Source: an optimization exercise on an open RTL-to-GDS flow (aim: small area). Production flows keep margins and buffers that such runs may drop. Where RTL was checked, it was by simulation tests only, not by an equivalence proof against the original. The RTL of runs 1 to 3 was laid out without a check of its function. Power is estimated from default activity; no workload was simulated.

### flow/config.mk
export PLATFORM = sky130hd
export DESIGN_NAME = mips_cpu
export DESIGN_NICKNAME = mips_cpu
export VERILOG_FILES = /design/flow/design.v
export SDC_FILE = /design/flow/constraint.sdc
export NUM_CORES = 4
export LEC_CHECK = 0
export CAP_MARGIN = 20
export CORE_MARGIN = 2
export CORE_UTILIZATION = 70
export SLEW_MARGIN = 20
export SYNTH_HIERARCHICAL = 1
### flow/constraint.sdc
create_clock -name core_clock -period 10.0 [get_ports {clk}]
set_input_delay 2.0000 -clock core_clock [delete_from_list [all_inputs] [get_ports {clk}]]
set_output_delay 2.0000 -clock core_clock [all_outputs]
set_load 0.01 [all_outputs]
### flow/design.v
`timescale 1ns/100ps
`default_nettype none
package mips_pkg;
    typedef enum logic [3:0] {
        st_boot = 4'd0,   
        st_d    = 4'd9,   
        st_ex   = 4'd1,   
        st_slt  = 4'd2,   
        st_br   = 4'd3,   
        st_swl  = 4'd4,   
        st_sws  = 4'd5,   
        st_lw   = 4'd6,   
        st_pc   = 4'd7,   
        st_pcs  = 4'd8    
    } state_t;
    localparam logic [5:0] OP_R    = 6'h00;
    localparam logic [5:0] OP_J    = 6'h02;
    localparam logic [5:0] OP_BEQ  = 6'h04;
    localparam logic [5:0] OP_BNE  = 6'h05;
    localparam logic [5:0] OP_ADDI = 6'h08;
    localparam logic [5:0] OP_LW   = 6'h23;
    localparam logic [5:0] OP_SW   = 6'h2b;
endpackage
`default_nettype wire
`timescale 1ns/100ps
`default_nettype none
module mips_cpu (
    input  wire logic                        clk,
    input  wire logic                        clk_en,
    input  wire logic                        reset,
    input  wire logic [32-1:0] r_data,    
    output logic                             wr_en,
    output logic [32-1:0]      mem_addr,
    output logic [32-1:0]      w_data
);
    mips_pkg::state_t      st;
    logic [4:0]  ph;
    logic        pol;
    logic [31:1] rf_q;        
    logic        pc_q;        
    logic [9:0]  mar;         
    logic [31:0] wd;          
    logic        c;           
    logic        cp;          
    logic        flag;        
    logic        x1, x2;      
    logic [5:0] op;
    logic [4:0] rs, rt, rd;
    assign op = r_data[31:26];
    assign rs = r_data[25:21];
    assign rt = r_data[20:16];
    assign rd = r_data[15:11];
    logic is_r, is_j, is_beq, is_bne, is_addi, is_lw, is_sw;
    assign is_r    = (op == mips_pkg::OP_R);
    assign is_j    = (op == mips_pkg::OP_J);
    assign is_beq  = (op == mips_pkg::OP_BEQ);
    assign is_bne  = (op == mips_pkg::OP_BNE);
    assign is_addi = (op == mips_pkg::OP_ADDI);
    assign is_lw   = (op == mips_pkg::OP_LW);
    assign is_sw   = (op == mips_pkg::OP_SW);
    logic s_boot, s_d, s_ex, s_slt, s_br, s_swl, s_sws, s_lw, s_pc, s_pcs;
    assign s_boot = (st == mips_pkg::st_boot);
    assign s_d    = (st == mips_pkg::st_d);
    assign s_ex   = (st == mips_pkg::st_ex);
    assign s_slt  = (st == mips_pkg::st_slt);
    assign s_br   = (st == mips_pkg::st_br);
    assign s_swl  = (st == mips_pkg::st_swl);
    assign s_sws  = (st == mips_pkg::st_sws);
    assign s_lw   = (st == mips_pkg::st_lw);
    assign s_pc   = (st == mips_pkg::st_pc);
    assign s_pcs  = (st == mips_pkg::st_pcs);
    logic ph0, ph2, last, av;
    assign ph0  = (ph == 5'd0);
    assign ph2  = (ph == 5'd2);
    assign last = (ph == 5'd31);
    assign av   = (ph >= 5'd2) && (ph <= 5'd11);   
    logic sx, raw, xb;
    assign sx  = !(s_lw || is_j);
    mux32 raw_mux (.d(r_data), .s(ph), .y(raw));
    assign xb  = (sx && ph[4]) ? r_data[15] : raw;
    logic a, b, pv;
    logic pq;
    mux32 rd_mux (.d({rf_q, pol}), .s(s_ex ? rt : rs), .y(pq));
    assign pv = pq ^ pol;
    assign a  = s_ex ? wd[0] : pv;
    assign b  = pv;
    logic pc0;
    assign pc0 = pc_q ^ pol;
    logic sub, bo, cin, sum, cout, res, less, eqb;
    assign sub  = is_r && r_data[1];
    assign bo   = (is_r ? b : xb) ^ sub;
    assign cin  = ph0 ? sub : c;
    assign sum  = a ^ bo ^ cin;
    assign cout = (a & bo) | (a & cin) | (bo & cin);
    assign res  = (is_r && r_data[2]) ? (r_data[0] ? (a | b) : (a & b)) : sum;
    assign less = (a ^ b) ? a : sum;
    assign eqb  = !(a ^ b) && (ph0 || flag);
    logic pa, pb, pcin, psum, pcout, pc_in;
    assign pa    = (s_swl || s_sws) ? mar[0] : pc0;
    assign pb    = s_br && x2;
    assign pcin  = ph2 ? !s_br : cp;
    assign psum  = pa ^ pb ^ pcin;
    assign pcout = (pa & pb) | (pa & pcin) | (pb & pcin);
    always_comb begin
        if (s_boot) pc_in = 1'b0;
        else if (s_d && (is_lw || is_sw)) pc_in = sum;             
        else if (s_d && is_j) pc_in = x2;                          
        else if (s_d || s_br || s_swl || s_sws) pc_in = psum;
        else pc_in = pc0;
    end
    logic       we, wb;
    logic [4:0] wa;
    assign we = (s_ex && is_r && !r_data[3]) || (s_d && is_addi) || s_slt || s_lw;
    assign wa = s_lw ? wd[20:16] : (is_r ? rd : rt);
    assign wb = s_lw ? xb : (s_slt ? (ph0 && flag) : res);
    mips_pkg::state_t nx;
    always_comb begin
        nx = mips_pkg::st_pc;
        case (st)
            mips_pkg::st_boot: nx = mips_pkg::st_d;
            mips_pkg::st_d: begin
                if (is_r || is_beq || is_bne || is_sw) nx = mips_pkg::st_ex;
                else if (is_lw) nx = mips_pkg::st_swl;
                else nx = mips_pkg::st_pc;
            end
            mips_pkg::st_ex: begin
                if (is_r && r_data[3]) nx = mips_pkg::st_slt;
                else if (is_sw) nx = mips_pkg::st_sws;
                else if ((is_beq && eqb) || (is_bne && !eqb)) nx = mips_pkg::st_br;
                else nx = mips_pkg::st_pc;
            end
            mips_pkg::st_swl: nx = mips_pkg::st_lw;
            mips_pkg::st_sws: nx = mips_pkg::st_pcs;
            mips_pkg::st_pc, mips_pkg::st_pcs: nx = mips_pkg::st_d;
            default: nx = mips_pkg::st_pc;
        endcase
    end
    always_ff @(posedge clk) begin
        if (reset) begin
            st <= mips_pkg::st_boot;
            ph <= 5'd0;
        end else if (clk_en) begin
            ph <= ph + 5'd1;
            if (last) st <= nx;
        end
    end
    always_ff @(posedge clk) begin
        pol <= reset ? 1'b0 : !pol;
    end
    logic [31:1] wsel, rot;
    always_comb begin
        for (int i = 1; i < 32; i++) begin
            wsel[i] = clk_en && we && (wa == 5'(i));
            rot[i]  = !(wsel[i] || !clk_en);
        end
    end
    logic pc_sh;
    assign pc_sh = clk_en && av;
    gpr_file rf_inst (
        .clk(clk), .sh(clk_en), .sh_n(!clk_en), .wsel(wsel), .rot(rot), .wd(wb ^ pol), .q(rf_q)
    );
    pol_shift #(.N(10), .W(1)) pc_inst (
        .clk(clk), .sh(pc_sh), .sh_n(!pc_sh), .d(pc_in ^ pol), .q(pc_q)
    );
    logic mar_sh, wd_sh;
    assign mar_sh = clk_en && av && (s_boot || s_swl || s_sws || s_pc || s_pcs);
    assign wd_sh  = clk_en && (s_d || s_ex);
    hold_shift #(.N(10)) mar_inst (
        .clk(clk), .sh(mar_sh), .sh_n(!mar_sh), .d(s_boot ? 1'b0 : pc0), .q(mar)
    );
    hold_shift #(.N(32)) wd_inst (
        .clk(clk), .sh(wd_sh), .sh_n(!wd_sh), .d(s_d ? (is_lw ? raw : pv) : (is_sw ? pv : wd[0])), .q(wd)
    );
    always_ff @(posedge clk) begin
        if (clk_en) begin
            c <= cout;
            if (s_ex) flag <= (is_r && r_data[3]) ? less : eqb;
            cp <= pcout;
            x1 <= xb;
            x2 <= x1;
        end
    end
    assign mem_addr = {20'd0, mar, 2'b00};
    assign w_data   = wd;
    assign wr_en    = clk_en && s_pcs && ph0;
endmodule
module pol_shift #(
    parameter int N = 32,
    parameter int W = 1
) (
    input  wire logic         clk,
    input  wire logic         sh,
    input  wire logic         sh_n,
    input  wire logic [W-1:0] d,
    output logic [W-1:0]      q
);
    logic [N-1:0] r [W];
    always_ff @(posedge clk) begin
        for (int w = 0; w < W; w++) begin
            r[w] <= ~(({N{sh_n}} | {d[w], r[w][N-1:1]}) & ({N{sh}} | r[w]));
        end
    end
    always_comb begin
        for (int w = 0; w < W; w++) q[w] = r[w][0];
    end
endmodule
`default_nettype wire
module hold_shift #(
    parameter int N = 32
) (
    input  wire logic         clk,
    input  wire logic         sh,
    input  wire logic         sh_n,
    input  wire logic         d,
    output logic [N-1:0]      q
);
    always_ff @(posedge clk) begin
        q <= ({N{sh_n}} | {d, q[N-1:1]}) & ({N{sh}} | q);
    end
endmodule
`default_nettype wire
module gpr_file (
    input  wire logic        clk,
    input  wire logic        sh,
    input  wire logic        sh_n,
    input  wire logic [31:1] wsel,
    input  wire logic [31:1] rot,
    input  wire logic        wd,
    output logic [31:1]      q
);
    logic [31:0] r [31:1];
    always_ff @(posedge clk) begin
        for (int i = 1; i < 32; i++) begin
            r[i][31]   <= !((wsel[i] && wd) || (rot[i] && r[i][0]) || (sh_n && r[i][31]));
            r[i][30:0] <= ~(({31{sh_n}} | r[i][31:1]) & ({31{sh}} | r[i][30:0]));
        end
    end
    always_comb begin
        for (int i = 1; i < 32; i++) q[i] = r[i][0];
    end
endmodule
module mux32 (
    input  wire logic [31:0] d,
    input  wire logic [4:0]  s,
    output logic             y
);
    logic [7:0] l1;
    logic [1:0] l2;
    for (genvar i = 0; i < 8; i++) begin : g_l1
        mux4 m (.d(d[4*i +: 4]), .s(s[1:0]), .y(l1[i]));
    end
    for (genvar i = 0; i < 2; i++) begin : g_l2
        mux4 m (.d(l1[4*i +: 4]), .s(s[3:2]), .y(l2[i]));
    end
    assign y = s[4] ? l2[1] : l2[0];
endmodule
module mux4 (
    input  wire logic [3:0] d,
    input  wire logic [1:0] s,
    output logic            y
);
    assign y = d[s];
endmodule
`default_nettype wire
### flow/flow/run.sh
#!/bin/bash
# The standard layout, with buf_1 port buffers and a clock tree of
# clkbuf_8 leaf clusters without dummy loads. standard.sh's output goes to
# standard.log; ORFS keeps each tool's log under orfs/logs.
export BUFFER_PORTS_ARGS="-buffer_cell sky130_fd_sc_hd__buf_1"
export CTS_ARGS="-sink_clustering_enable -repair_clock_nets -dont_use_dummy_load -buf_list sky130_fd_sc_hd__clkbuf_8 -sink_clustering_size 16 -sink_clustering_max_diameter 200"
export SKIP_REPAIR_TIE_FANOUT=1
bash standard.sh > standard.log 2>&1
### flow/standard.sh
#!/bin/bash
# synth_recipe.tcl (not shown) runs the flow's synth.tcl, then flattens the netlist and writes it again
# the make line also repeats each setting of config.mk as NAME=value (left out here)
make -C /OpenROAD-flow-scripts/flow DESIGN_CONFIG=/design/flow/config.mk WORK_HOME=/design/flow/orfs CLKGATE_MAP_FILE= SYNTH_SCRIPT=/design/flow/synth_recipe.tcl "${@:-finish}"
==> impl_metrics.yaml, run 1 <==
timing:
  finalCriticalPeriod_ps: 6180
  max_freq_mhz: 162
  slew_headroom_pct: 18.1
  rsz0062_at_grt: "false"
  hold_viol: 0
  fin_skew_ps: 48.0
  fin_tns_setup_ps: 0
  finalMaxSlewViolations: 0
  tightest_slew_ps: 1230
  period_share_pct: 61.8
  hold-worst-slack_ps: 396
  setup_viol: 0
placed_design:
  numPortBuffers: 77
  gp_routability_congestion: 0.832
  dp_hpwl_um: 32200
  dpl_cell_area_um2: 31400
  post-place-cells: 3067
grt:
  grt_pass1_wl_um: 92600
  first_global_vias: 18500
  antenna_found_initial: 0
  grt_overflow: 0
  grt_max_degree: 282
  grt_usage_pct: 23.1
clock_tree:
  post-cts-setup-buffers: 0
  clk_pin_slew_ps: 90
  post_cts_resized: 0
  cts_hold_buf: 0
  cts_tree: "done"
  cts_buffers: 76
  cts_max_level: 3
  clk_latency_ps: 670
  cts.sinks: 1059
  clock_tree.buffer_depth: 3
  cts_root_buf: "clkbuf_8"
run_status:
  outcome: "no timing/DRC/antenna violations"
route:
  drt_pass1_iterations: 8
  drcViolationCount: 0
  via_per_inst: 6.33
  drt_iter0_markers: 1596
  vias: 19900
  drt-total-wl_um: 55900
  antenna_left: 0
  wl_per_cell_um: 17.8
logic_synthesis:
  syn_inst: 2680
  synth_top_area_share_pct: 65.7
  synthFlopType: "dfxtp_1"
  ys_types: 69
  syn-cell-area_um2: 32100
  ys.warnings.count: 13
  yosysSeqAreaShare_pct: 66.1
  synth_nets: 2723
  async_reset_ff_share_pct: 0
  synth_edf_count: 5
  yosys-top-cells-area: "dfxtp_1 66%, o22ai_1 19%, buf_2 2.9%, buf_6 1.5%, mux4_2 1.4%"
  synth.avg_cell_area_um2: 12.0
  synth_seq_cells: 1059
  yosys.area.top_type: "dfxtp_1"
min_path:
  hp-class: "reg -> reg"
  min_from: "rf_inst.r[10][12]"
  hold_depth: 1
floorplanning:
  chipWidth_um: 218
  rows: 78
  die_h_um: 218
  die_area_um2: 47600
  start_util_pct: 70.8
  ios: 100
  placeableCoreArea_um2: 45400
critical_path:
  path_class: "in -> reg"
  reg2reg_depth: 15
  crit_fanout: 31
  r2r-start: "st[2]"
  end_kind: "flip-flop"
  crit_arrival_ps: 6650
  worst_setup_path_start_kind: "input port"
  cp.required_ps: 10460
  worstSetupStartpoint: "r_data[16]"
finish:
  drive_above_1_share_pct: 6.84
  fin_area_um2: 32500
  insertedDiodeCount: 0
  layout-area-overhead-vs-synth_pct: 1.16
  final_cell_count_no_fill: 3143
  layout.nets: 2588
  nFillCells: 3229
power:
  p_leak_nw: 11.9
  p_per_area_nw_per_um2: 244
  vdd_drop_max_mv: 0.199
flow_run:
  maxCapViolCount: 0
-- per-module statistics from Yosys, one instance, submodules excluded, excerpt --
module / times used / cells inside
mux4: 20 / 1
mux32: 2 / 1
gpr_file: 1 / 2235
mips_cpu: 1 / 309
-- path summary, 6_finish.rpt --
path,to,slack (ps)
max,rf_inst.r[16][31],3820
min,rf_inst.r[10][11],400
max reg2reg,rf_inst.r[16][31],3900
min reg2reg,rf_inst.r[10][11],400
-- sequential cells by signal, indices dropped and copies added, names as in the netlist --
name and cells:
cp 1, x2 1, pol 1, mar_inst.q 10, x1 1, st 4
pc_inst.r 10, ph 5, c 1, rf_inst.r 992, wd_inst.q 32, flag 1
-- cell usage after synthesis (3+ instances only) --
cell       count
mux2_2         6
mux4_2        20
mux2i_1        3
a21oi_1       14
buf_4         54
nand2b_1       5
a31oi_1        8
and3_1         5
a31o_2         3
nand2_1       12
ha_1           6
nor3_1         4
o22ai_1      970
and2_1         8
a211oi_1       3
nor2_1        52
nand3_1        5
buf_2        184
o22a_1        13
clkbuf_1      22
o21ai_1        3
nor4b_1        3
o21a_1        25
a311oi_1       3
dfxtp_1     1054
a222oi_1      31
nand4_2        6
xor2_1         6
inv_1         11
edfxtp_1       5
xnor2_1        3
o22a_2        29
nand4bb_1      3
or4_1          3
a31oi_2        3
o31ai_1        3
o21ai_0        5
buf_6         43
-- cells by family after synthesis --
logic type               Yosys count  share of synthesized area [%]
AO/OA/AOI/OAI                   1128                           23.0
flip-flops                      1059                           66.1
buffers and inverters            315                           6.03
AND/OR/NAND/NOR                  129                           2.36
multiplexers                      31                           1.80
XOR/XNOR                           9                          0.245
adder cells (fa/ha/maj)            8                          0.358
other                              1                         0.0117
-- per-layer routing --
metal | share of wire [%] | track usage (%) | up-vias
met5 | 0 | 0 | -
met4 | 2.4 | 7.01 | 0
met3 | 2.9 | 3.83 | 101
met2 | 44 | 34.5 | 236
met1 | 50 | 34.5 | 9495
li1 | - | - | 10100
-- power breakdown --
group          internal [mW]  leakage, nW  switching, mW  total [mW]
Clock                  0.684        0.546           1.19        1.88
Sequential              4.90         8.92          0.397        5.30
Combinational          0.384         2.43          0.374       0.758
Total                   5.97         11.9           1.96        7.93
-- layout make-up --
| cell class | count | area, µm² | area share [%] |
|---|---|---|---|
| well taps | 600 | 751 | 2.31 |
| clock buffers | 76 | 1050 | 3.22 |
| multi-input cells | 1306 | 8960 | 27.6 |
| repair buffers | 91 | 447 | 1.37 |
| inverters | 11 | 48.8 | 0.150 |
| flip-flops and latches | 1059 | 21300 | 65.4 |
-- layout by cell type, fill, tap and decap left out, drive strengths merged, types with 5 or more instances in the layout --
cell | Yosys | routed
dfxtp | 1054 | 1054
nand2 | 12 | 12
nand4 | 8 | 8
mux2 | 8 | 8
mux4 | 20 | 20
nand3 | 5 | 5
ha | 6 | 6
a31oi | 11 | 11
and2 | 8 | 8
a222oi | 31 | 31
nand2b | 5 | 5
o22a | 42 | 42
and3 | 5 | 5
clkbuf | 22 | 77
o21a | 25 | 25
o21ai | 10 | 10
xor2 | 6 | 6
buf | 282 | 90
inv | 11 | 11
a21oi | 14 | 14
o22ai | 972 | 972
nor2 | 53 | 53
edfxtp | 5 | 5
-- metrics by stage --
| step | worst slack [ps] | utilization (%) | total power [mW] |
|---|---|---|---|
| 4_1_cts | 3840 | 71.6 | 7.99 |
| 6_report | 3820 | 71.6 | 7.93 |
| 3_5_place_dp | 3130 | 69.3 | 6.14 |
| 2_1_floorplan | 4180 | - | 5.94 |
| 3_3_place_gp | 3110 | 69.3 | 6.08 |
| 5_1_grt | 3630 | 71.6 | 8.31 |
-- critical path: stages --
cell      delay [ps]
buf_1            120
mux2_2           350
mux4_2           560
mux4_2           470
mux2_4           290
xnor2_1          380
inv_1            110
mux2i_1          280
fa_1             510
a31oi_1          170
a311oi_1          70
a31oi_1          360
xor2_4           710
a222oi_1         240
==> run 2, diff against run 1 <==
==> flow/flow/run.sh (replaced) <==
#!/bin/bash
# The standard layout, with buf_1 port buffers and a clock tree of
# clkbuf_8 leaf clusters without dummy loads. standard.sh's output goes to
# standard.log; ORFS keeps each tool's log under orfs/logs.
export BUFFER_PORTS_ARGS="-buffer_cell sky130_fd_sc_hd__buf_1"
export CTS_ARGS="-sink_clustering_enable -repair_clock_nets -dont_use_dummy_load -buf_list sky130_fd_sc_hd__clkbuf_4 -sink_clustering_size 9 -sink_clustering_max_diameter 200"
export SKIP_REPAIR_TIE_FANOUT=1
bash standard.sh > standard.log 2>&1
==> impl_metrics.yaml, run 2 <==
run_status:
  outcome: "no timing/DRC/antenna violations"
clock_tree:
  cts_tree: "done"
  cts_root_buf: "clkbuf_4"
  clk_pin_slew_ps: 100
  cts_max_level: 4
  clk_latency_ps: 970
  post-cts-setup-buffers: 0
  clock_tree.buffer_depth: 3
  cts.sinks: 1059
  post_cts_resized: 0
  cts_buffers: 135
  cts_hold_buf: 0
grt:
  use_met2_pct: 34.6
  grt_max_degree: 282
  first_global_vias: 19200
  grt_overflow: 0
  antenna_found_initial: 2
  grt_pass1_wl_um: 94300
  grt_usage_pct: 23.8
  met1_usage_pct: 34.3
  grt.busiest_layer: "met2"
  use_met3_pct: 5.04
finish:
  layout-area-overhead-vs-synth_pct: 1.11
  nFillCells: 3236
  multiInputGateArea_um2: 8960
  layout.nets: 2647
  final_cell_count_no_fill: 3208
  area.sequential_um2: 21300
  layout_common_cells: "1054 x dfxtp_1, 970 x o22ai_1, 136 x clkbuf_4"
  top_regs: "rf_inst.r (992), wd_inst.q (32)"
  drive_above_1_share_pct: 8.95
  largest_reg_flops: 992
  final_common_cell: "dfxtp_1"
  regMostFlops: "rf_inst.r"
  fin_area_um2: 32500
timing:
  tightest_slew_ps: 1200
  setup_viol: 0
  max_freq_mhz: 165
  slew_headroom_pct: 20.0
  period_share_pct: 60.7
  fin_tns_setup_ps: 0
  finalMaxSlewViolations: 0
  fin_skew_ps: 41.5
  finalCriticalPeriod_ps: 6070
  hold_viol: 0
  rsz0062_at_grt: "false"
logic_synthesis:
  synthMostInstantiatedCell: "dfxtp_1"
  yosysSeqAreaShare_pct: 66.1
  ys_top_cells_by_count: "1054 x dfxtp_1, 970 x o22ai_1, 184 x buf_2, 54 x buf_4, 52 x nor2_1"
  synth_adder_area_share_pct: 0.358
  synth_top_area_share_pct: 65.7
  syn-cell-area_um2: 32100
  syn_inst: 2680
  yosys-top-cells-area: "dfxtp_1 66%, o22ai_1 19%, buf_2 2.9%, buf_6 1.5%, mux4_2 1.4%"
  synth_nets: 2723
  yosys.area.top_type: "dfxtp_1"
  async_reset_ff_share_pct: 0
  synth_compound_area_share_pct: 23.0
  yosys.area_share.simple_pct: 2.36
  synth_edf_count: 5
  ys_types: 69
  synth_top_family_by_area: "compound AO/OA/AOI/OAI gates"
  synth.avg_cell_area_um2: 12.0
  synthFlopType: "dfxtp_1"
  ys.warnings.count: 13
  synthMuxAreaShare_pct: 1.80
  synth_seq_cells: 1059
  synth_xor_area_share_pct: 0.245
power:
  pwr-share-seq_pct: 66.9
  switching_share_pct: 25.4
  vdd_drop_max_mv: 0.171
  switchingPower_mw: 2.01
  p_per_area_nw_per_um2: 244
  p_leak_nw: 12.0
  comb_power_share_pct: 9.6
  intPower_mw: 5.91
  clkPwrFrac_pct: 23.6
placed_design:
  dpl_cell_area_um2: 31400
  post-place-cells: 3067
  gp_routability_congestion: 0.832
  dp_hpwl_um: 32200
  numPortBuffers: 77
floorplanning:
  ios: 100
  die_h_um: 218
  die_area_um2: 47600
  start_util_pct: 70.8
  chipWidth_um: 218
  rows: 78
  placeableCoreArea_um2: 45400
route:
  drt_iter0_markers: 1585
  antenna_left: 0
  drt_pass1_iterations: 6
  wl_per_cell_um: 17.6
  vias: 20300
  drt-total-wl_um: 56500
  via_per_inst: 6.31
  drcViolationCount: 0
critical_path:
  cp.required_ps: 10760
  crit_fanout: 31
  cpPeakStageDelay_ps: 710
  cpLargestDelayFamily: "multiplexers"
  path_class: "reg -> reg"
  end_kind: "flip-flop"
  cp_num_buf_inv: 1
  slowest_stage: "xor2_4"
  crit_arrival_ps: 6830
  crit_chain: "nor2_1 -> and3_1 -> mux2_2 -> mux4_2 -> mux4_2 -> mux2_4 -> xnor2_1 -> inv_1 -> mux2i_1 -> fa_1 -> a31oi_1 -> a311oi_1 -> a31oi_1 -> xor2_4 -> a222oi_1"
  worst_setup_path_start_kind: "flip-flop"
min_path:
  hp-class: "reg -> reg"
flow_run:
  maxCapViolCount: 0
-- run 2: cell counts after synthesis --
Identical to the previous run, type by type.
-- run 2: layer usage --
| metal | vias up | part of all wire (%) |
|---|---|---|
| li1 | 10200 | - |
| met1 | 9626 | 50 |
| met2 | 285 | 44 |
| met3 | 113 | 3.8 |
| met4 | 0 | 2.6 |
| met5 | - | 0 |
-- run 2: area by class of cell --
cell class | instances | area share, %
sequential | 1059 | 65.4
multi-input combinational | 1306 | 27.6
clock buffer | 135 | 3.12
tap | 600 | 2.31
timing repair buffer | 91 | 1.38
inverter | 11 | 0.150
antenna | 6 | 0.0462
-- run 2: stage by stage --
step	setup slack, ps	hold WS, ps	util [%]	power (mW)
6_report	3930	427	71.6	7.92
5_1_grt	3640	430	71.6	8.33
4_1_cts	3900	420	71.5	7.99
3_5_place_dp	3130	405	69.3	6.14
3_3_place_gp	3110	411	69.3	6.08
2_1_floorplan	4180	400	-	5.94
-- run 2: worst paths after layout --
path,slack (ps),depth (start not counted),startpoint,to
max,3930,15,st[2],rf_inst.r[12][31]
min,430,1,rf_inst.r[19][17],rf_inst.r[19][16]
max reg2reg,3930,15,st[2],rf_inst.r[12][31]
min reg2reg,430,1,rf_inst.r[19][17],rf_inst.r[19][16]
-- run 2: Yosys stat by module (local to each module, per instance), excerpt --
module / cell area (µm²) / cells / flip-flops and latches
gpr_file: 27700 / 2235 / 992
mips_cpu: 2320 / 309 / 15
mux32: 15.0 / 1 / 0
mux4: 22.5 / 1 / 0
-- run 2: logic make-up after synthesis --
family / count (synthesis)
AOI/OAI and AO/OA: 1128
DFF: 1059
buffers and inverters: 315
and+or+nand+nor: 129
muxes: 31
xor gates and xnor gates: 9
adders and majority gates: 8
other: 1
-- run 2: power groups by stage --
stage	clock, mW	sequential (mW)	combinational (mW)
after detailed placement	0	5.38	0.755
final	1.87	5.30	0.758
after global placement	0	5.36	0.714
after floorplan	0	5.27	0.670
after CTS	1.94	5.29	0.759
after global routing	2.11	5.37	0.843
==> run 3, diff against run 2 <==
==> flow/flow/run.sh (replaced) <==
#!/bin/bash
# The standard layout, with buf_1 port buffers and a clock tree of
# clkbuf_8 leaf clusters without dummy loads. standard.sh's output goes to
# standard.log; ORFS keeps each tool's log under orfs/logs.
export BUFFER_PORTS_ARGS="-buffer_cell sky130_fd_sc_hd__buf_1"
export CTS_ARGS="-sink_clustering_enable -repair_clock_nets -dont_use_dummy_load -buf_list {sky130_fd_sc_hd__clkbuf_4 sky130_fd_sc_hd__clkbuf_8} -sink_clustering_size 16 -sink_clustering_max_diameter 200"
export SKIP_REPAIR_TIE_FANOUT=1
bash standard.sh > standard.log 2>&1
==> impl_metrics.yaml, run 3 <==
run_status:
  outcome: "no timing/DRC/antenna violations"
timing:
  setup_viol: 0
  finalMaxSlewViolations: 0
  fin_tns_setup_ps: 0
  rsz0062_at_grt: "false"
  period_share_pct: 61.8
  slew_headroom_pct: 18.1
  hold_viol: 0
  finalCriticalPeriod_ps: 6180
  fin_skew_ps: 48.0
  max_freq_mhz: 162
  tightest_slew_ps: 1230
floorplanning:
  placeableCoreArea_um2: 45400
  rows: 78
  die_area_um2: 47600
  start_util_pct: 70.8
  die_h_um: 218
  chipWidth_um: 218
  ios: 100
grt:
  first_global_vias: 18500
  antenna_found_initial: 0
  grt_pass1_wl_um: 92600
  grt_max_degree: 282
  grt_overflow: 0
  grt_usage_pct: 23.1
logic_synthesis:
  syn_inst: 2680
  synthFlopType: "dfxtp_1"
  yosys.area.top_type: "dfxtp_1"
  yosys.area_share.simple_pct: 2.36
  synth_top_area_share_pct: 65.7
  ys_types: 69
  synth.avg_cell_area_um2: 12.0
  synth_seq_cells: 1059
  synth_compound_area_share_pct: 23.0
  synth_xor_area_share_pct: 0.245
  synth_nets: 2723
  yosysSeqAreaShare_pct: 66.1
  async_reset_ff_share_pct: 0
  synth_adder_area_share_pct: 0.358
  syn-cell-area_um2: 32100
  synthMuxAreaShare_pct: 1.80
  synth_top_family_by_area: "compound AO/OA/AOI/OAI gates"
  ys_top_cells_by_count: "1054 x dfxtp_1, 970 x o22ai_1, 184 x buf_2, 54 x buf_4, 52 x nor2_1"
  yosys-top-cells-area: "dfxtp_1 66%, o22ai_1 19%, buf_2 2.9%, buf_6 1.5%, mux4_2 1.4%"
  ys.warnings.count: 13
  synthMostInstantiatedCell: "dfxtp_1"
  synth_edf_count: 5
flow_run:
  maxCapViolCount: 0
clock_tree:
  cts_root_buf: "clkbuf_8"
  clk_latency_ps: 670
  clock_tree.buffer_depth: 3
  cts.sinks: 1059
  post-cts-setup-buffers: 0
  post_cts_resized: 0
  cts_tree: "done"
  clk_pin_slew_ps: 90
  cts_buffers: 76
  cts_max_level: 3
  cts_hold_buf: 0
critical_path:
  cpPeakStageDelay_ps: 710
  worst_setup_path_start_kind: "input port"
  reg2reg_depth: 15
  slowest_stage: "xor2_4"
  path_class: "in -> reg"
  crit_arrival_ps: 6650
  end_kind: "flip-flop"
  crit_chain: "buf_1 -> mux2_2 -> mux4_2 -> mux4_2 -> mux2_4 -> xnor2_1 -> inv_1 -> mux2i_1 -> fa_1 -> a31oi_1 -> a311oi_1 -> a31oi_1 -> xor2_4 -> a222oi_1"
  crit_fanout: 31
  cp.required_ps: 10460
route:
  drcViolationCount: 0
  via_per_inst: 6.33
  drt_iter0_markers: 1596
  antenna_left: 0
  drt_pass1_iterations: 8
  vias: 19900
  drt-total-wl_um: 55900
  wl_per_cell_um: 17.8
finish:
  drive_above_1_share_pct: 6.84
  top_regs: "rf_inst.r (992), wd_inst.q (32)"
  final_cell_count_no_fill: 3143
  final_common_cell: "dfxtp_1"
  largest_reg_flops: 992
  insertedDiodeCount: 0
  regMostFlops: "rf_inst.r"
  fin_util_pct: 71.6
  layout-area-overhead-vs-synth_pct: 1.16
  layout.nets: 2588
  layout_common_cells: "1054 x dfxtp_1, 970 x o22ai_1, 76 x clkbuf_8, 76 x buf_1, 52 x nor2_1"
min_path:
  hp-class: "reg -> reg"
  hold_depth: 1
power:
  p_per_area_nw_per_um2: 244
  p_leak_nw: 11.9
  vdd_drop_max_mv: 0.199
placed_design:
  dp_hpwl_um: 32200
  gp_routability_congestion: 0.832
  post-place-cells: 3067
  numPortBuffers: 77
## run 3: cell types whose count changed in the layout (fill, tap and decap cells not counted), sizes merged
cell / before / now
clkbuf: 136 / 77
diode: 6 / 0
## run 3: worst max-delay path, delay by kind of cell
kind,cells,cell delay [ps]
xor gates and xnor gates,2,1090
AOI/OAI and AO/OA,4,840
adders and majority gates,1,510
muxes,5,1950
buffers and inverters,2,230
## run 3: cell type report
| class | count | area (µm²) |
|---|---|---|
| clock buffer | 76 | 1050 |
| inverter | 11 | 48.8 |
| tap | 600 | 751 |
| sequential | 1059 | 21300 |
| multi-input combinational | 1306 | 8960 |
| fill | 3229 | 12900 |
| timing repair buffer | 91 | 447 |
## run 3: modules after synthesis (local to each module, per instance), a selection
module / cells inside / area, µm² / flops+latches / times used
gpr_file: 2235 / 27700 / 992 / 1
mux4: 1 / 22.5 / 0 / 20
mips_cpu: 309 / 2320 / 15 / 1
mux32: 1 / 15.0 / 0 / 2
## run 3: metrics by stage
stage	cell area, µm²	hold WS (ps)	setup WS, ps	total power, mW
after floorplan	32100	400	4180	5.94
after global placement	31400	411	3110	6.08
after detailed placement	31400	405	3130	6.14
after CTS	32500	392	3840	7.99
after global routing	32500	406	3630	8.31
final	32500	396	3820	7.93
## run 3: where the power goes
group / internal [mW] / switching (mW) / total, mW / leakage, nW
logic: 0.384 / 0.374 / 0.758 / 2.43
clock network: 0.684 / 1.19 / 1.88 / 0.546
registers: 4.90 / 0.397 / 5.30 / 8.92
total: 5.97 / 1.96 / 7.93 / 11.9
## run 3: cells by family after synthesis
| family | Yosys count |
|---|---|
| multiplexers | 31 |
| flip-flops | 1059 |
| other | 1 |
| buffers and inverters | 315 |
| AO/OA/AOI/OAI | 1128 |
| XOR/XNOR | 9 |
| AND/OR/NAND/NOR | 129 |
| adder cells (fa/ha/maj) | 8 |
## run 3: routing by layer
layer  up-vias  wire length [µm]  global-route usage, %
met5         -                 0                      0
met4         0              1330                   7.01
met3       101              1650                   3.83
met2       236             24800                   34.5
met1      9495             28100                   34.5
li1      10100                 -                      -
## run 3: worst paths after layout
check	from	end	slack, ps
setup reg to reg	st[2]	rf_inst.r[16][31]	3900
hold reg to reg	rf_inst.r[10][12]	rf_inst.r[10][11]	400
hold / removal	rf_inst.r[10][12]	rf_inst.r[10][11]	400
setup / recovery	r_data[16]	rf_inst.r[16][31]	3820
==> run 4, diff against run 3 <==
--- a/flow/design.v
+++ b/flow/design.v
@@ -147,12 +147,18 @@
     always_ff @(posedge clk) begin
         pol <= reset ? 1'b0 : !pol;
     end
+    logic [3:0]  dl_n;
+    logic [7:0]  dh_n;
     logic [31:1] wsel, rot;
     always_comb begin
-        for (int i = 1; i < 32; i++) begin
-            wsel[i] = clk_en && we && (wa == 5'(i));
-            rot[i]  = !(wsel[i] || !clk_en);
-        end
+        for (int k = 0; k < 4; k++) dl_n[k] = (wa[1:0] != 2'(k));
+        for (int k = 0; k < 8; k++) dh_n[k] = !(clk_en && we && (wa[4:2] == 3'(k)));
+    end
+    for (genvar i = 1; i < 32; i++) begin : g_row
+        row_sel rs_i (
+            .dl_n(dl_n[i % 4]), .dh_n(dh_n[i / 4]), .sh_n(!clk_en),
+            .wsel(wsel[i]), .rot(rot[i])
+        );
     end
     logic pc_sh;
     assign pc_sh = clk_en && av;
@@ -262,3 +268,21 @@
     assign y = d[s];
 endmodule
 `default_nettype wire
+module row_sel (
+    input  wire logic dl_n,
+    input  wire logic dh_n,
+    input  wire logic sh_n,
+    output logic      wsel,
+    output logic      rot
+);
+    nor_gate g_wsel (.a(dl_n), .b(dh_n), .y(wsel));
+    nor_gate g_rot  (.a(wsel), .b(sh_n), .y(rot));
+endmodule
+module nor_gate (
+    input  wire logic a,
+    input  wire logic b,
+    output logic      y
+);
+    assign y = !(a || b);
+endmodule
+`default_nettype wire
==> flow/flow/run.sh (replaced) <==
#!/bin/bash
# The standard layout, with buf_1 port buffers and a clock tree of
# clkbuf_8 leaf clusters without dummy loads. standard.sh's output goes to
# standard.log; ORFS keeps each tool's log under orfs/logs.
export BUFFER_PORTS_ARGS="-buffer_cell sky130_fd_sc_hd__buf_1"
export CTS_ARGS="-sink_clustering_enable -repair_clock_nets -dont_use_dummy_load -buf_list sky130_fd_sc_hd__clkbuf_8 -sink_clustering_size 22 -sink_clustering_max_diameter 60"
export SKIP_REPAIR_TIE_FANOUT=1
bash standard.sh > standard.log 2>&1
==> impl_metrics.yaml, run 4 <==
run_status:
  outcome: "no timing/DRC/antenna violations"
grt:
  grt_usage_pct: 22.7
  antenna_found_initial: 0
  grt_overflow: 0
  grt_max_degree: 269
  grt_pass1_wl_um: 91300
  first_global_vias: 18100
logic_synthesis:
  synthFlopType: "dfxtp_1"
  synth_top_area_share_pct: 66.2
  async_reset_ff_share_pct: 0
  yosysSeqAreaShare_pct: 66.6
  yosys-top-cells-area: "dfxtp_1 66%, o22ai_1 19%, buf_2 2.9%, buf_6 1.5%, mux4_2 1.4%"
  synth_edf_count: 5
  synth_seq_cells: 1059
  synthMostInstantiatedCell: "dfxtp_1"
  synth_nets: 2722
  syn-cell-area_um2: 31900
  syn_inst: 2679
  ys.warnings.count: 13
  ys_top_cells_by_count: "1054 x dfxtp_1, 970 x o22ai_1, 182 x buf_2, 95 x nor2_1, 55 x buf_4"
  yosys.area.top_type: "dfxtp_1"
  ys_types: 68
  synth.avg_cell_area_um2: 11.9
timing:
  finalCriticalPeriod_ps: 6260
  hold_viol: 0
  fin_tns_setup_ps: 0
  rsz0062_at_grt: "false"
  period_share_pct: 62.6
  max_freq_mhz: 160
  slew_headroom_pct: 22.4
  fin_skew_ps: 92.2
  setup_viol: 0
  tightest_slew_ps: 1160
  finalMaxSlewViolations: 0
critical_path:
  crit_fanout: 31
  crit_arrival_ps: 6710
  path_class: "in -> reg"
  slowest_stage: "xor2_4"
  end_kind: "flip-flop"
  cp.required_ps: 10450
  worst_setup_path_start_kind: "input port"
  cpPeakStageDelay_ps: 660
  crit_chain: "buf_1 -> nand2_1 -> nand2_1 -> mux4_2 -> mux4_2 -> mux2_4 -> xor2_1 -> inv_1 -> a21oi_1 -> inv_1 -> fa_1 -> nor3b_1 -> o32a_1 -> xor2_4 -> a222oi_1"
floorplanning:
  placeableCoreArea_um2: 45200
  die_h_um: 217
  rows: 78
  chipWidth_um: 217
  start_util_pct: 70.6
  ios: 100
  die_area_um2: 47300
route:
  drt_iter0_markers: 1704
  antenna_left: 0
  drt_pass1_iterations: 6
  drt-total-wl_um: 54500
  wl_per_cell_um: 17.4
  vias: 19700
  via_per_inst: 6.28
  drcViolationCount: 0
placed_design:
  gp_routability_congestion: 0.832
  numPortBuffers: 77
  dp_hpwl_um: 32300
  post-place-cells: 3076
finish:
  area.sequential_um2: 21300
  layout_common_cells: "1054 x dfxtp_1, 970 x o22ai_1, 95 x nor2_1"
  insertedDiodeCount: 0
  layout-area-overhead-vs-synth_pct: 0.463
  largest_reg_flops: 992
  final_common_cell: "dfxtp_1"
  layout.nets: 2577
  nFillCells: 3232
  top_regs: "rf_inst.r (992), wd_inst.q (32)"
  multiInputGateArea_um2: 8760
  drive_above_1_share_pct: 5.53
  final_cell_count_no_fill: 3132
  regMostFlops: "rf_inst.r"
clock_tree:
  cts_hold_buf: 0
  cts_tree: "done"
  post_cts_resized: 0
  cts_root_buf: "clkbuf_8"
  cts_buffers: 56
  cts.sinks: 1059
  clock_tree.buffer_depth: 3
  cts_max_level: 2
  clk_latency_ps: 710
  clk_pin_slew_ps: 120
  post-cts-setup-buffers: 0
power:
  vdd_drop_max_mv: 0.205
  p_per_area_nw_per_um2: 240
  p_leak_nw: 11.7
  power.total_mw: 7.69
min_path:
  hp-class: "reg -> reg"
flow_run:
  maxCapViolCount: 0
## run 4: where the power goes
part           internal [mW]  switching (mW)  total, mW  leakage, nW
sequential              4.90           0.397       5.30         8.92
combinational          0.378           0.364      0.742         2.42
clock                  0.506            1.14       1.65        0.403
total                   5.78            1.91       7.69         11.7
## run 4: kinds of logic after synthesis
group | share of synthesized area (%)
compound gates | 22.2
flops | 66.6
simple gates | 2.78
mux | 1.73
fa+ha+maj | 0.392
xor+xnor | 0.275
buf+inv | 5.94
other cells | 0.0118
## run 4: modules after synthesis (local to each module, per instance), excerpt
module | flip-flops and latches | cells inside
gpr_file | 992 | 2235
mips_cpu | 15 | 246
mux32 | 0 | 1
mux4 | 0 | 1
nor_gate | 0 | 1
## run 4: routing by layer
layer / GRT usage (%) / vias up / wire [µm] / share of wire (%)
li1: - / 9965 / - / -
met1: 34.7 / 9375 / 27700 / 51
met2: 33.9 / 248 / 24000 / 44
met3: 2.72 / 83 / 1470 / 2.7
met4: 6.78 / 0 / 1300 / 2.4
met5: 0 / - / 0 / 0
## run 4: layout make-up
cell class	count	share of cell area [%]
Clock buffer	56	2.41
Inverter	11	0.152
Multi-Input combinational cell	1315	27.4
Sequential cell	1059	66.3
Tap cell	600	2.34
Timing Repair Buffer	91	1.40
## run 4: through the flow
step / worst slack (ps) / hold slack, ps / cell area, µm² / util [%]
global placement: 2870 / 420 / 31200 / 69.2
floorplan: 4000 / 400 / 31900 / -
detailed placement: 3080 / 431 / 31300 / 69.2
global route: 3320 / 420 / 32000 / 70.9
finish: 3740 / 401 / 32000 / 70.9
CTS: 3810 / 391 / 32000 / 70.9
## run 4: path summary, 6_finish.rpt
check,cells past startpoint,slack [ps],from,to
worst max-delay path,15,3740,r_data[16],rf_inst.r[16][31]
worst min-delay path,1,400,rf_inst.r[1][31],rf_inst.r[1][30]
worst max register to register,16,3800,st[0],rf_inst.r[16][31]
worst min register to register,1,400,rf_inst.r[1][31],rf_inst.r[1][30]
## run 4: worst max-delay path: cells and delay by family
family | cells | cell delay [ps]
adder cells (fa/ha/maj) | 1 | 570
multiplexers | 3 | 1320
AO/OA/AOI/OAI | 3 | 900
AND/OR/NAND/NOR | 3 | 560
buffers and inverters | 3 | 380
XOR/XNOR | 2 | 970
==> run 5, diff against run 4 <==
==> flow/flow/run.sh (replaced) <==
#!/bin/bash
# The standard layout, with buf_1 port buffers and a clock tree of
# clkbuf_8 leaf clusters without dummy loads. standard.sh's output goes to
# standard.log; ORFS keeps each tool's log under orfs/logs.
export BUFFER_PORTS_ARGS="-buffer_cell sky130_fd_sc_hd__buf_1"
export CTS_ARGS="-sink_clustering_enable -repair_clock_nets -dont_use_dummy_load -buf_list sky130_fd_sc_hd__clkbuf_8 -sink_clustering_size 16 -sink_clustering_max_diameter 200"
export SKIP_REPAIR_TIE_FANOUT=1
bash standard.sh > standard.log 2>&1
==> impl_metrics.yaml, run 5 <==
finish:
  regMostFlops: "rf_inst.r"
  area.sequential_um2: 21300
  layout-area-overhead-vs-synth_pct: 1.33
  nFillCells: 3183
  layout.nets: 2597
  layout_common_cells: "1054 x dfxtp_1, 970 x o22ai_1, 95 x nor2_1"
  drive_above_1_share_pct: 6.27
  final_common_cell: "dfxtp_1"
  largest_reg_flops: 992
  top_regs: "rf_inst.r (992), wd_inst.q (32)"
  multiInputGateArea_um2: 8760
route:
  drt_iter0_markers: 1558
  drt-total-wl_um: 55000
  drt_pass1_iterations: 7
  via_per_inst: 6.26
  drcViolationCount: 0
  vias: 19700
  antenna_left: 0
  wl_per_cell_um: 17.5
clock_tree:
  cts_hold_buf: 0
  cts_buffers: 76
  post_cts_resized: 0
  clk_latency_ps: 680
  clock_tree.buffer_depth: 3
  clk_pin_slew_ps: 90
  cts_tree: "done"
  cts_max_level: 3
  cts.sinks: 1059
  cts_root_buf: "clkbuf_8"
  post-cts-setup-buffers: 0
timing:
  tightest_slew_ps: 1140
  rsz0062_at_grt: "false"
  setup_viol: 0
  setup_slack_ps: 3710
  max_freq_mhz: 159
  period_share_pct: 62.9
  finalCriticalPeriod_ps: 6290
  fin_tns_setup_ps: 0
  finalMaxSlewViolations: 0
  slew_headroom_pct: 23.9
  fin_skew_ps: 49.6
  hold_viol: 0
grt:
  grt_pass1_wl_um: 92000
  first_global_vias: 18400
  antenna_found_initial: 1
  grt_overflow: 0
  grt_max_degree: 269
  grt_usage_pct: 23.0
placed_design:
  dp_hpwl_um: 32300
  gp_routability_congestion: 0.832
  place_ws_ps: 3080
  numPortBuffers: 77
logic_synthesis:
  yosys-top-cells-area: "dfxtp_1 66%, o22ai_1 19%, buf_2 2.9%, buf_6 1.5%, mux4_2 1.4%"
  synth_nets: 2722
  ys.warnings.count: 13
  syn_inst: 2679
  synth_seq_cells: 1059
  synth.avg_cell_area_um2: 11.9
  async_reset_ff_share_pct: 0
  ys_top_cells_by_count: "1054 x dfxtp_1, 970 x o22ai_1, 182 x buf_2, 95 x nor2_1, 55 x buf_4"
  synthMostInstantiatedCell: "dfxtp_1"
  synth_edf_count: 5
  yosysSeqAreaShare_pct: 66.6
  yosys.area.top_type: "dfxtp_1"
  synthFlopType: "dfxtp_1"
  synth_top_area_share_pct: 66.2
  syn-cell-area_um2: 31900
  ys_types: 68
power:
  p_leak_nw: 11.9
  power.total_mw: 7.91
  vdd_drop_max_mv: 0.185
  p_per_area_nw_per_um2: 245
floorplanning:
  ios: 100
  placeableCoreArea_um2: 45200
  die_h_um: 217
  chipWidth_um: 217
  start_util_pct: 70.6
  rows: 78
  die_area_um2: 47300
critical_path:
  reg2reg_depth: 16
  r2r-end: "rf_inst.r[30][31]"
  end_kind: "flip-flop"
  crit_arrival_ps: 6750
  worst_setup_path_start_kind: "input port"
  crit_fanout: 31
  reg2reg_slack_ps: 3750
  cp.required_ps: 10460
  r2r-start: "st[0]"
  path_class: "in -> reg"
min_path:
  min_to: "rf_inst.r[14][14]"
  hold_depth: 1
  min_from: "rf_inst.r[14][15]"
  hp-class: "reg -> reg"
run_status:
  outcome: "no timing/DRC/antenna violations"
flow_run:
  maxCapViolCount: 0
## run 5: per-module statistics from Yosys, one instance, submodules excluded, a selection
module | flip-flops and latches | copies in the design
nor_gate | 0 | 62
gpr_file | 992 | 1
mux32 | 0 | 2
mips_cpu | 15 | 1
mux4 | 0 | 20
## run 5: per-stage QoR
step	hold slack, ps	instances	cell area [µm²]	utilization [%]
after floorplan	400	2679	31900	-
after global placement	420	3076	31200	69.2
after detailed placement	431	3076	31300	69.2
after CTS	391	3152	32300	71.5
after global routing	391	3153	32300	71.5
final	392	3153	32300	71.5
## run 5: report_power, final
group | leakage (nW) | switching (mW) | total, mW | internal, mW
Sequential | 8.92 | 0.397 | 5.30 | 4.90
Clock | 0.546 | 1.19 | 1.87 | 0.684
Combinational | 2.42 | 0.365 | 0.743 | 0.378
## run 5: area by class of cell
type | instances | area share (%)
Antenna cell | 1 | 0.00774
Timing Repair Buffer | 91 | 1.39
Tap cell | 600 | 2.32
Clock buffer | 76 | 3.24
Inverter | 11 | 0.151
Multi-Input combinational cell | 1315 | 27.1
Sequential cell | 1059 | 65.8
## run 5: critical path: stages
cell	delay, ps
buf_1	130
nand2_1	60
nand2_1	420
mux4_2	570
mux4_2	470
mux2_4	280
xor2_1	310
inv_1	140
a21oi_1	250
inv_1	110
fa_1	570
nor3b_1	70
o32a_1	420
xor2_4	680
a222oi_1	250
## run 5: worst max-delay path by stage
stage / endpoint / slack, ps / startpoint
5_1_grt: rf_inst.r[20][31] / 3290 / st[0]
3_5_place_dp: rf_inst.r[30][31] / 3080 / r_data[16]
3_3_place_gp: rf_inst.r[17][31] / 2870 / r_data[16]
2_1_floorplan: rf_inst.r[1][31] / 4000 / r_data[16]
4_1_cts: rf_inst.r[30][31] / 3780 / r_data[16]
6_report: rf_inst.r[30][31] / 3710 / r_data[16]
## run 5: layer usage
layer  wire length, µm  up-vias  global-route usage (%)
met5                 0        -                       0
met4              1280        0                    6.87
met3              1620       92                    3.85
met2             24200      254                    34.2
met1             27900     9381                    34.5
li1                  -    10000                       -
## run 5: cells by family (layout without fill, tap and decap cells)
logic type	Yosys count	in the layout	synth area share, %
adders and majority gates	9	9	0.392
other	1	2	0.0118
and+or+nand+nor	181	181	2.78
buffers and inverters	305	178	5.94
DFF	1059	1059	66.6
AOI/OAI and AO/OA	1085	1085	22.2
muxes	29	29	1.73
xor gates and xnor gates	10	10	0.275
==> run 6, diff against run 5 <==
==> flow/flow/run.sh (replaced) <==
#!/bin/bash
# The standard layout, with buf_1 port buffers and a clock tree of
# clkbuf_8 leaf clusters without dummy loads. standard.sh's output goes to
# standard.log; ORFS keeps each tool's log under orfs/logs.
export BUFFER_PORTS_ARGS="-buffer_cell sky130_fd_sc_hd__buf_1"
export CTS_ARGS="-sink_clustering_enable -repair_clock_nets -dont_use_dummy_load -buf_list sky130_fd_sc_hd__clkbuf_8 -sink_clustering_size 20 -sink_clustering_max_diameter 70"
export SKIP_REPAIR_TIE_FANOUT=1
bash standard.sh > standard.log 2>&1
==> impl_metrics.yaml, run 6 <==
run_status:
  outcome: "no timing/DRC/antenna violations"
timing:
  finalMaxSlewViolations: 0
  slew_headroom_pct: 27.4
  hold_viol: 0
  max_freq_mhz: 160
  fin_skew_ps: 68.9
  finalCriticalPeriod_ps: 6260
  rsz0062_at_grt: "false"
  tightest_slew_ps: 1090
  fin_tns_setup_ps: 0
  period_share_pct: 62.6
  setup_viol: 0
  hold-worst-slack_ps: 427
logic_synthesis:
  ys_types: 68
  yosys.area.top_type: "dfxtp_1"
  synthFlopType: "dfxtp_1"
  yosys-top-cells-area: "dfxtp_1 66%, o22ai_1 19%, buf_2 2.9%, buf_6 1.5%, mux4_2 1.4%"
  synth_edf_count: 5
  synth_seq_cells: 1059
  ys.warnings.count: 13
  synth_nets: 2722
  yosysSeqAreaShare_pct: 66.6
  async_reset_ff_share_pct: 0
  synth_top_area_share_pct: 66.2
  syn_inst: 2679
  synth.avg_cell_area_um2: 11.9
  syn-cell-area_um2: 31900
  ys_top_cells_by_count: "1054 x dfxtp_1, 970 x o22ai_1, 182 x buf_2, 95 x nor2_1, 55 x buf_4"
  synthMostInstantiatedCell: "dfxtp_1"
clock_tree:
  cts_buffers: 59
  cts_root_buf: "clkbuf_8"
  cts_max_level: 2
  post-cts-setup-buffers: 0
  post_cts_resized: 0
  cts_hold_buf: 0
  clk_latency_ps: 690
  clock_tree.buffer_depth: 3
  cts.sinks: 1059
  cts_tree: "done"
  clk_pin_slew_ps: 110
critical_path:
  cp.required_ps: 10460
  slowest_stage: "xor2_4"
  cpPeakStageDelay_ps: 670
  r2r-end: "rf_inst.r[4][31]"
  crit_chain: "buf_1 -> nand2_1 -> nand2_1 -> mux4_2 -> mux4_2 -> mux2_4 -> xor2_1 -> inv_1 -> a21oi_1 -> inv_1 -> fa_1 -> nor3b_1 -> o32a_1 -> xor2_4 -> a222oi_1"
  crit_fanout: 31
  crit_arrival_ps: 6720
  end_kind: "flip-flop"
  worst_setup_path_start_kind: "input port"
  path_class: "in -> reg"
  r2r-start: "st[0]"
  worstSetupStartpoint: "r_data[16]"
  reg2reg_depth: 16
  reg2reg_slack_ps: 3780
floorplanning:
  ios: 100
  die_area_um2: 47300
  placeableCoreArea_um2: 45200
  start_util_pct: 70.6
  die_h_um: 217
  chipWidth_um: 217
  rows: 78
min_path:
  hold_depth: 1
  min_to: "rf_inst.r[4][28]"
  min_from: "rf_inst.r[4][29]"
  hp-class: "reg -> reg"
power:
  vdd_drop_max_mv: 0.218
  p_per_area_nw_per_um2: 241
  p_leak_nw: 11.8
  power.total_mw: 7.72
grt:
  grt_pass1_wl_um: 91400
  first_global_vias: 18100
  grt_max_degree: 269
  antenna_found_initial: 0
  grt_overflow: 0
  grt_usage_pct: 22.7
route:
  wl_per_cell_um: 17.4
  antenna_left: 0
  drt_pass1_iterations: 6
  drcViolationCount: 0
  vias: 19700
  drt_iter0_markers: 1640
  drt-total-wl_um: 54600
  via_per_inst: 6.28
placed_design:
  gp_routability_congestion: 0.832
  dp_hpwl_um: 32300
  numPortBuffers: 77
finish:
  largest_reg_flops: 992
  drive_above_1_share_pct: 5.64
  fin_util_pct: 71.0
  layout_common_cells: "1054 x dfxtp_1, 970 x o22ai_1, 95 x nor2_1"
  layout.nets: 2580
  final_common_cell: "dfxtp_1"
  insertedDiodeCount: 0
  top_regs: "rf_inst.r (992), wd_inst.q (32)"
  nFillCells: 3224
  layout-area-overhead-vs-synth_pct: 0.592
  regMostFlops: "rf_inst.r"
flow_run:
  maxCapViolCount: 0
run 6: cell types whose count changed in the layout (fill, tap and decap cells not counted), sizes merged:
| cell | delta |
|---|---|
| clkbuf | -17 |
| diode | -1 |
run 6: final cells by class:
class / count / area [µm²] / area share (%)
Clock buffer: 59 / 812 / 2.53
Timing Repair Buffer: 91 / 448 / 1.40
Multi-Input combinational cell: 1315 / 8760 / 27.3
Inverter: 11 / 48.8 / 0.152
Tap cell: 600 / 751 / 2.34
Sequential cell: 1059 / 21300 / 66.3
run 6: worst max-delay path by stage:
stage                        end  cells after the start
4_1_cts         rf_inst.r[4][31]                     15
6_report        rf_inst.r[4][31]                     15
3_3_place_gp   rf_inst.r[17][31]                     15
2_1_floorplan   rf_inst.r[1][31]                     15
3_5_place_dp   rf_inst.r[30][31]                     15
5_1_grt         rf_inst.r[4][31]                     16
run 6: worst max-delay path, delay by kind of cell:
kind	cells	cell delay, ps
and+or+nand+nor	3	550
buffers and inverters	3	380
xor gates and xnor gates	2	980
muxes	3	1320
adders and majority gates	1	570
AOI/OAI and AO/OA	3	910
run 6: report_power, final:
part | total (mW) | switching, mW | leakage (nW) | internal [mW]
sequential | 5.30 | 0.397 | 8.92 | 4.90
combinational | 0.743 | 0.365 | 2.42 | 0.378
clock | 1.68 | 1.15 | 0.424 | 0.531
total | 7.72 | 1.91 | 11.8 | 5.81
run 6: cells by family after synthesis:
group,Yosys count,synth area share (%)
other,1,0.0118
AOI/OAI and AO/OA,1085,22.2
buffers and inverters,305,5.94
DFF,1059,66.6
adders and majority gates,9,0.392
xor gates and xnor gates,10,0.275
and+or+nand+nor,181,2.78
muxes,29,1.73
run 6: per-layer routing:
layer	share of wire [%]	up-vias	global-route usage, %
li1	-	9987	-
met1	51	9377	34.6
met2	44	234	34.1
met3	2.9	81	2.98
met4	2.1	0	6.32
met5	0	-	0
run 6: per-module statistics from Yosys (local to each module, per instance), excerpt:
module	area, µm²	copies in the design
mux4	22.5	20
gpr_file	27700	1
mips_cpu	1850	1
nor_gate	3.75	62
mux32	15.0	2
run 6: per-stage QoR:
| stage | cells | setup slack (ps) | area, µm² |
|---|---|---|---|
| 6_report | 3135 | 3740 | 32100 |
| 5_1_grt | 3135 | 3330 | 32100 |
| 4_1_cts | 3135 | 3810 | 32100 |
| 3_5_place_dp | 3076 | 3080 | 31300 |
| 3_3_place_gp | 3076 | 2870 | 31200 |
| 2_1_floorplan | 2679 | 4000 | 31900 |
==> run 7, diff against run 6 <==
==> flow/flow/run.sh (replaced) <==
#!/bin/bash
# The standard layout, with buf_1 port buffers and a clock tree of up to 20-sink
# clkbuf_8 leaf clusters without dummy loads. standard.sh's output goes to
# standard.log; ORFS keeps each tool's log under orfs/logs. Tie cells are
# not split per load (SKIP_REPAIR_TIE_FANOUT).
export BUFFER_PORTS_ARGS="-buffer_cell sky130_fd_sc_hd__buf_1"
export CTS_ARGS="-sink_clustering_enable -repair_clock_nets -dont_use_dummy_load -buf_list sky130_fd_sc_hd__clkbuf_8 -sink_clustering_size 20 -sink_clustering_max_diameter 70"
export SKIP_REPAIR_TIE_FANOUT=1
bash standard.sh > standard.log 2>&1
==> impl_metrics.yaml, run 7 <==
floorplanning:
  start_util_pct: 70.6
  placeableCoreArea_um2: 45200
  die_area_um2: 47300
  rows: 78
  ios: 100
  chipWidth_um: 217
  die_h_um: 217
logic_synthesis:
  synth_edf_count: 5
  ys.warnings.count: 13
  yosysSeqAreaShare_pct: 66.6
  synthFlopType: "dfxtp_1"
  synth_seq_cells: 1059
  syn_inst: 2679
  synth_top_area_share_pct: 66.2
  syn-cell-area_um2: 31900
  ys_types: 68
  synthMostInstantiatedCell: "dfxtp_1"
  async_reset_ff_share_pct: 0
  yosys.area.top_type: "dfxtp_1"
  ys_top_cells_by_count: "1054 x dfxtp_1, 970 x o22ai_1, 182 x buf_2, 95 x nor2_1, 55 x buf_4"
  synth.avg_cell_area_um2: 11.9
  yosys-top-cells-area: "dfxtp_1 66%, o22ai_1 19%, buf_2 2.9%, buf_6 1.5%, mux4_2 1.4%"
  synth_nets: 2722
min_path:
  hold_depth: 1
  hp-class: "reg -> reg"
  min_to: "rf_inst.r[4][28]"
  min_from: "rf_inst.r[4][29]"
grt:
  grt.busiest_layer: "met1"
  use_met3_pct: 2.98
  grt_max_degree: 269
  first_global_vias: 18100
  antenna_found_initial: 0
  use_met2_pct: 34.1
  grt_pass1_wl_um: 91400
  met1_usage_pct: 34.6
  grt_usage_pct: 22.7
  grt_overflow: 0
clock_tree:
  clk_latency_ps: 690
  clock_tree.buffer_depth: 3
  cts_hold_buf: 0
  clk_pin_slew_ps: 110
  cts_buffers: 59
  post-cts-setup-buffers: 0
  cts_max_level: 2
  cts_root_buf: "clkbuf_8"
  cts_tree: "done"
  cts.sinks: 1059
  post_cts_resized: 0
placed_design:
  gp_routability_congestion: 0.832
  place_ws_ps: 3080
  post-place-cells: 3076
  dp_hpwl_um: 32300
  numPortBuffers: 77
critical_path:
  cp.required_ps: 10460
  r2r-start: "st[0]"
  path_class: "in -> reg"
  worst_setup_path_start_kind: "input port"
  crit_fanout: 31
  end_kind: "flip-flop"
  reg2reg_depth: 16
  slowest_stage: "xor2_4"
  cpPeakStageDelay_ps: 670
  r2r-end: "rf_inst.r[4][31]"
  crit_chain: "buf_1 -> nand2_1 -> nand2_1 -> mux4_2 -> mux4_2 -> mux2_4 -> xor2_1 -> inv_1 -> a21oi_1 -> inv_1 -> fa_1 -> nor3b_1 -> o32a_1 -> xor2_4 -> a222oi_1"
  reg2reg_slack_ps: 3780
  crit_arrival_ps: 6720
finish:
  layout-area-overhead-vs-synth_pct: 0.592
  largest_reg_flops: 992
  layout_common_cells: "1054 x dfxtp_1, 970 x o22ai_1, 95 x nor2_1"
  final_cell_count_no_fill: 3135
  top_regs: "rf_inst.r (992), wd_inst.q (32)"
  drive_above_1_share_pct: 5.64
  fin_util_pct: 71.0
  final_common_cell: "dfxtp_1"
  insertedDiodeCount: 0
  layout.nets: 2580
  regMostFlops: "rf_inst.r"
timing:
  slew_headroom_pct: 27.4
  max_freq_mhz: 160
  setup_viol: 0
  finalCriticalPeriod_ps: 6260
  fin_tns_setup_ps: 0
  fin_skew_ps: 68.9
  hold_viol: 0
  setup_slack_ps: 3740
  tightest_slew_ps: 1090
  rsz0062_at_grt: "false"
  period_share_pct: 62.6
  finalMaxSlewViolations: 0
power:
  p_per_area_nw_per_um2: 241
  power.total_mw: 7.72
  comb_power_share_pct: 9.6
  switchingPower_mw: 1.91
  pwr-share-seq_pct: 68.6
  clkPwrFrac_pct: 21.8
  switching_share_pct: 24.7
  intPower_mw: 5.81
  vdd_drop_max_mv: 0.218
  p_leak_nw: 11.8
route:
  drcViolationCount: 0
  wl_per_cell_um: 17.4
  drt-total-wl_um: 54600
  vias: 19700
  drt_pass1_iterations: 6
  via_per_inst: 6.28
  drt_iter0_markers: 1640
  antenna_left: 0
run_status:
  outcome: "no timing/DRC/antenna violations"
flow_run:
  maxCapViolCount: 0
==> run 7: cell counts after synthesis <==
Identical to the previous run, type by type.
==> run 7: per-stage QoR <==
| step | hold slack, ps | area, µm² |
|---|---|---|
| finish | 427 | 32100 |
| global route | 442 | 32100 |
| CTS | 425 | 32100 |
| detailed placement | 431 | 31300 |
| global placement | 420 | 31200 |
| floorplan | 400 | 31900 |
==> run 7: cells by family after synthesis <==
logic type,count (synthesis),share of synthesized area [%]
AO/OA/AOI/OAI,1085,22.2
flip-flops,1059,66.6
XOR/XNOR,10,0.275
multiplexers,29,1.73
other,1,0.0118
AND/OR/NAND/NOR,181,2.78
adder cells (fa/ha/maj),9,0.392
buffers and inverters,305,5.94
==> run 7: cell type report <==
type	instances	area [µm²]
multi-input combinational	1315	8760
sequential	1059	21300
fill	3224	13100
timing repair buffer	91	448
clock buffer	59	812
tap	600	751
inverter	11	48.8
==> run 7: per-module statistics from Yosys, one instance, submodules excluded, excerpt <==
module,cell area (µm²),cells
mips_cpu,1850,246
mux4,22.5,1
nor_gate,3.75,1
mux32,15.0,1
gpr_file,27700,2235
==> run 7: worst max-delay path: cells and delay by family <==
| kind | cells | cell delay [ps] |
|---|---|---|
| buf+inv | 3 | 380 |
| mux | 3 | 1320 |
| xor+xnor | 2 | 980 |
| fa+ha+maj | 1 | 570 |
| simple gates | 3 | 550 |
| compound gates | 3 | 910 |
==> run 7: how the worst max path moves through the flow <==
stage / from / end / slack (ps) / cells after the start
detailed placement: r_data[16] / rf_inst.r[30][31] / 3080 / 15
global route: st[0] / rf_inst.r[4][31] / 3330 / 16
floorplan: r_data[16] / rf_inst.r[1][31] / 4000 / 15
CTS: r_data[16] / rf_inst.r[4][31] / 3810 / 15
global placement: r_data[16] / rf_inst.r[17][31] / 2870 / 15
finish: r_data[16] / rf_inst.r[4][31] / 3740 / 15
==> run 7: layer usage <==
metal	vias up	share of wire, %
li1	9987	-
met1	9377	51
met2	234	44
met3	81	2.9
met4	0	2.1
met5	-	0
==> run 7: power groups by stage <==
stage,Combinational (mW),Sequential [mW],Clock [mW]
after global routing,0.832,5.38,1.87
after detailed placement,0.742,5.38,0
after global placement,0.701,5.36,0
after CTS,0.745,5.29,1.74
after floorplan,0.660,5.27,0
final,0.743,5.30,1.68

-- what the ideal ports hide --
In the flow no input, the clock included, has a driving cell. The finished layouts below were timed again as built, in two steps.
Step 1 (the two cells are an assumption about what drives the block):
set clk [get_ports {clk}]
set_driving_cell -lib_cell sky130_fd_sc_hd__clkbuf_16 $clk
set_driving_cell -lib_cell sky130_fd_sc_hd__buf_2 [delete_from_list [all_inputs] $clk]
Step 2 also shifts input and output timing later by t, the mid clock arrival at the registers, as if the neighbouring blocks saw the same clock.
Three values: no drivers, after step 1, after step 2; two values: the first two.
| run | t (ns) | setup WS [ns] | latest minus earliest clock arrival (ns) | worst register clock-pin slew, ns |
|---|---|---|---|---|
| run 1 | 0.707 | 3.817 / 3.794 / 3.088 | 0.058 / 0.059 | 0.11 / 0.11 |
| run 2 | 1.001 | 3.933 / 3.933 / 3.091 | 0.042 / 0.042 | 0.12 / 0.12 |
| run 3 | 0.707 | 3.817 / 3.794 / 3.088 | 0.058 / 0.059 | 0.11 / 0.11 |
| run 4 | 0.720 | 3.744 / 3.776 / 3.057 | 0.092 / 0.093 | 0.13 / 0.13 |
| run 5 | 0.704 | 3.710 / 3.738 / 3.034 | 0.053 / 0.053 | 0.11 / 0.11 |
| run 6 | 0.714 | 3.742 / 3.771 / 3.057 | 0.072 / 0.072 | 0.12 / 0.12 |
| run 7 | 0.714 | 3.742 / 3.771 / 3.057 | 0.072 / 0.072 | 0.12 / 0.12 |
After both steps setup and hold are still met in every run listed. The setup slack of run 2, which loses most, moves by 0.000 ns with the drivers and by -0.842 ns with both steps.
